Background: an optimization exercise with open tools, aiming at small area and a short achievable clock period. Do not read the settings as production practice.
Function was checked by simulation only, so behaviour that the tests miss may differ from the original.
Power is estimated from default activity; no workload was simulated.

## alpha
==> flow/design.v <==
module mem_req_buffer #(
    parameter int width_words_p = 4,
    parameter int depth_p       = 8
) (
    input  logic                        clk,
    input  logic                        nreset,
    input  logic                        up_valid_i,
    output logic                        up_ready_o,
    input  logic                        up_we_i,
    input  logic [31:0]                 up_addr_i,
    input  logic [32*width_words_p-1:0] up_wdata_i,
    output logic                        up_valid_o,
    output logic [32*width_words_p-1:0] up_data_o,
    output logic                        dn_valid_o,
    input  logic                        dn_ready_i,
    output logic                        dn_we_o,
    output logic [31:0]                 dn_addr_o,
    output logic [32*width_words_p-1:0] dn_wdata_o,
    input  logic                        dn_valid_i,
    input  logic [32*width_words_p-1:0] dn_data_i
);
    localparam int data_w_lp = 32 * width_words_p;
    localparam int off_w_lp  = $clog2(width_words_p * 4);
    logic [depth_p-1:0]                ent_we_q;
    logic [depth_p-1:0][31:0]          ent_addr_q;
    logic [depth_p-1:0][data_w_lp-1:0] ent_wdata_q;
    logic [depth_p-1:0] wr_oh_q;       
    logic [depth_p-1:0] rd_oh_q;       
    logic [depth_p-1:0] vld_q;         
    logic [depth_p-1:0] cand_q;        
    logic [depth_p-1:0] sel_q;         
    logic               rd_pending_q;
    logic               dn_busy_q;
    logic               dn_is_rd_q;
    logic               up_valid_q;
    logic               rdy_q;         
    logic               dn_valid_q;    
    logic [depth_p-1:0] vld_d, cand_d, wr_oh_d, rd_oh_d, sel_d, match_s, hit_s;
    logic               full_s, accept_s, issue_s, push_s, hit_any_s, cap_s, rsp_rd_s, done_s;
    logic               rd_pending_d, dn_busy_d, dn_is_rd_d;
    logic [data_w_lp-1:0] din_s;
    assign full_s     = &vld_q;
    assign up_ready_o = rdy_q & ~nreset;
    assign accept_s   = up_valid_i & up_ready_o;
    assign dn_valid_o = dn_valid_q;
    assign issue_s    = dn_valid_q & dn_ready_i;
    assign cap_s      = dn_busy_q & dn_is_rd_q;
    assign done_s     = dn_valid_i & dn_busy_q;
    assign rsp_rd_s   = done_s & dn_is_rd_q;
    assign up_valid_o = up_valid_q;
    for (genvar g = 0; g < depth_p; g++) begin : g_match
        logic [31:0] a_s;
        assign a_s        = ent_addr_q[g];
        assign match_s[g] = (a_s[31:off_w_lp] == up_addr_i[31:off_w_lp]);
    end
    assign hit_s     = cand_q & match_s;
    assign hit_any_s = |hit_s;
    assign push_s = accept_s & (up_we_i | ~hit_any_s);
    always_comb begin
        dn_we_o    = 1'b0;
        dn_addr_o  = '0;
        dn_wdata_o = '0;
        up_data_o  = '0;
        for (int i = 0; i < depth_p; i++) begin
            dn_we_o    = dn_we_o    | (rd_oh_q[i] & ent_we_q[i]);
            dn_addr_o  = dn_addr_o  | ({32{rd_oh_q[i]}} & ent_addr_q[i]);
            dn_wdata_o = dn_wdata_o | ({data_w_lp{rd_oh_q[i]}} & ent_wdata_q[i]);
            up_data_o  = up_data_o  | ({data_w_lp{sel_q[i]}} & ent_wdata_q[i]);
        end
    end
    always_comb begin
        wr_oh_d = push_s  ? {wr_oh_q[depth_p-2:0], wr_oh_q[depth_p-1]} : wr_oh_q;
        rd_oh_d = issue_s ? {rd_oh_q[depth_p-2:0], rd_oh_q[depth_p-1]} : rd_oh_q;
        for (int i = 0; i < depth_p; i++) begin
            vld_d[i] = (vld_q[i] & ~(issue_s & rd_oh_q[i])) | (push_s & wr_oh_q[i]);
            if (wr_oh_q[i] & ~full_s)
                cand_d[i] = push_s & up_we_i;
            else
                cand_d[i] = cand_q[i] & ~(issue_s & rd_oh_q[i])
                            & ~(accept_s & up_we_i & match_s[i]);
        end
        sel_d = cap_s ? wr_oh_q : (hit_s & {depth_p{~up_we_i}});
        if (rsp_rd_s)                               rd_pending_d = 1'b0;
        else if (accept_s & ~up_we_i & ~hit_any_s)  rd_pending_d = 1'b1;
        else                                        rd_pending_d = rd_pending_q;
        if (issue_s) begin
            dn_busy_d  = 1'b1;
            dn_is_rd_d = ~dn_we_o;
        end else begin
            dn_busy_d  = dn_busy_q & ~dn_valid_i;
            dn_is_rd_d = dn_is_rd_q;
        end
    end
    assign din_s = cap_s ? dn_data_i : up_wdata_i;
    always_ff @(posedge clk) begin
        for (int i = 0; i < depth_p; i++) begin
            if (wr_oh_q[i] & ~full_s) begin
                ent_we_q[i]    <= up_we_i;
                ent_addr_q[i]  <= up_addr_i;
                ent_wdata_q[i] <= din_s;
            end
        end
    end
    always_ff @(posedge clk) begin
        sel_q <= sel_d;
        if (nreset) begin
            wr_oh_q      <= depth_p'(1);
            rd_oh_q      <= depth_p'(1);
            vld_q        <= '0;
            cand_q       <= '0;
            rd_pending_q <= 1'b0;
            dn_busy_q    <= 1'b0;
            dn_is_rd_q   <= 1'b0;
            up_valid_q   <= 1'b0;
            rdy_q        <= 1'b1;
            dn_valid_q   <= 1'b0;
        end else begin
            wr_oh_q      <= wr_oh_d;
            rd_oh_q      <= rd_oh_d;
            vld_q        <= vld_d;
            cand_q       <= cand_d;
            rd_pending_q <= rd_pending_d;
            dn_busy_q    <= dn_busy_d;
            dn_is_rd_q   <= dn_is_rd_d;
            up_valid_q   <= rsp_rd_s | (accept_s & (up_we_i | hit_any_s));
            rdy_q        <= ~(&vld_d) & ~rd_pending_d;
            dn_valid_q   <= (|vld_d) & ~dn_busy_d;
        end
    end
endmodule
clock: 10.0 ns
lec_check: 0
cap_margin: 20
core_margin: 2
core_utilization: 60
cts_cluster_diameter: 80
cts_cluster_size: 28
slew_margin: 20
standard.sh (not shown) runs the stock make flow with config.mk's settings and CLKGATE_MAP_FILE= SYNTH_SCRIPT=/design/flow/synth_recipe.tcl, a recipe that flattens the netlist after the stock synthesis.
==> flow/flow/run.sh <==
#!/bin/bash
# Layout: the standard flow (standard.sh) with the port buffers made of
# the smallest buffer cell and a setup target tighter than the clock period,
# so that timing repair works towards the shortest achievable period.
# The make output goes to flow_make.log; each ORFS step logs to orfs/logs/.
set -euo pipefail
bash standard.sh \
    "BUFFER_PORTS_ARGS=-buffer_cell sky130_fd_sc_hd__buf_1" \
    SETUP_SLACK_MARGIN=5.6 \
    finish > flow_make.log 2>&1
STATUS run=alpha STAGES=ALL_DONE FINAL_CHECKS=FAILED CAUSE=antenna violations
Relative to alpha, the following input files were edited for beta:
# alpha
export LEC_CHECK = 0
export CAP_MARGIN = 20
export CORE_MARGIN = 2
export CORE_UTILIZATION = 60
export CTS_CLUSTER_DIAMETER = 80
export CTS_CLUSTER_SIZE = 28
export SLEW_MARGIN = 20
create_clock -name core_clock -period 10.0 [get_ports {clk}]
# beta
export LEC_CHECK = 0
export CAP_MARGIN = 20
export CORE_MARGIN = 2
export CORE_UTILIZATION = 40
export SETUP_SLACK_MARGIN = 5
export SLEW_MARGIN = 20
create_clock -name core_clock -period 10.0 [get_ports {clk}]
==> flow/run.sh (new file) <==
#!/bin/bash
# synth_recipe.tcl (not shown) runs the flow's synth.tcl, then flattens the netlist and writes it again
# the make line also repeats each setting of config.mk as NAME=value (left out here)
make -C /OpenROAD-flow-scripts/flow DESIGN_CONFIG=/design/flow/config.mk WORK_HOME=/design/flow/orfs CLKGATE_MAP_FILE= SYNTH_SCRIPT=/design/flow/synth_recipe.tcl finish
removed: flow/flow/run.sh
removed: flow/standard.sh
beta finished end to end and its layout was clean on timing, DRC and antenna. [diff] setup slack after placement, beta relative to alpha: regression. In beta the relative area of non-clock buffer cells in the final design turned out 3.6 points higher than in alpha. The wire length of the first global-routing pass reported for beta is greater than that of alpha by about 6.6%. Diff beta..alpha | max capacitance violation total | unchanged. Number of nets at the end of the flow: beta > alpha. What alpha reported for clock buffer count from CTS has to be multiplied by 2.6 to get the figure for beta. Compared to alpha, the routing of beta uses more wire. beta against alpha: post-route worst hold slack neither gained nor lost much; relative contribution of the clock network to total power increased 14 points; post-detailed-route count of antenna-violating nets shows a reduction of 1.

[static timing again, ports no longer ideal]
How much do the figures lean on ideal ports? The routed layouts below were timed once more, with nothing changed but the port constraints. Step 1 sets driving cells, clkbuf_16 on the clock port and buf_2 on the other inputs (assumed; they add their load-dependent delay and slew). Step 2 times the ports against the registers' clock, not the clock port: input delays grow and output delays shrink by t, the midpoint of the rising clock arrivals with the driver on. Slacks: ideal ports / drivers / drivers and shift; pairs: ideal ports / drivers.
| run | t, ns | setup WS [ns] | latest minus earliest clock arrival (ns) |
|---|---|---|---|
| alpha | 0.762 | 5.539 / 5.490 / 4.923 | 0.051 / 0.050 |
| beta | 0.839 | 5.024 / 4.945 / 4.563 | 0.035 / 0.035 |
For alpha, which loses most, drivers alone change the setup slack by -0.049 ns; drivers and shift together by -0.616 ns.
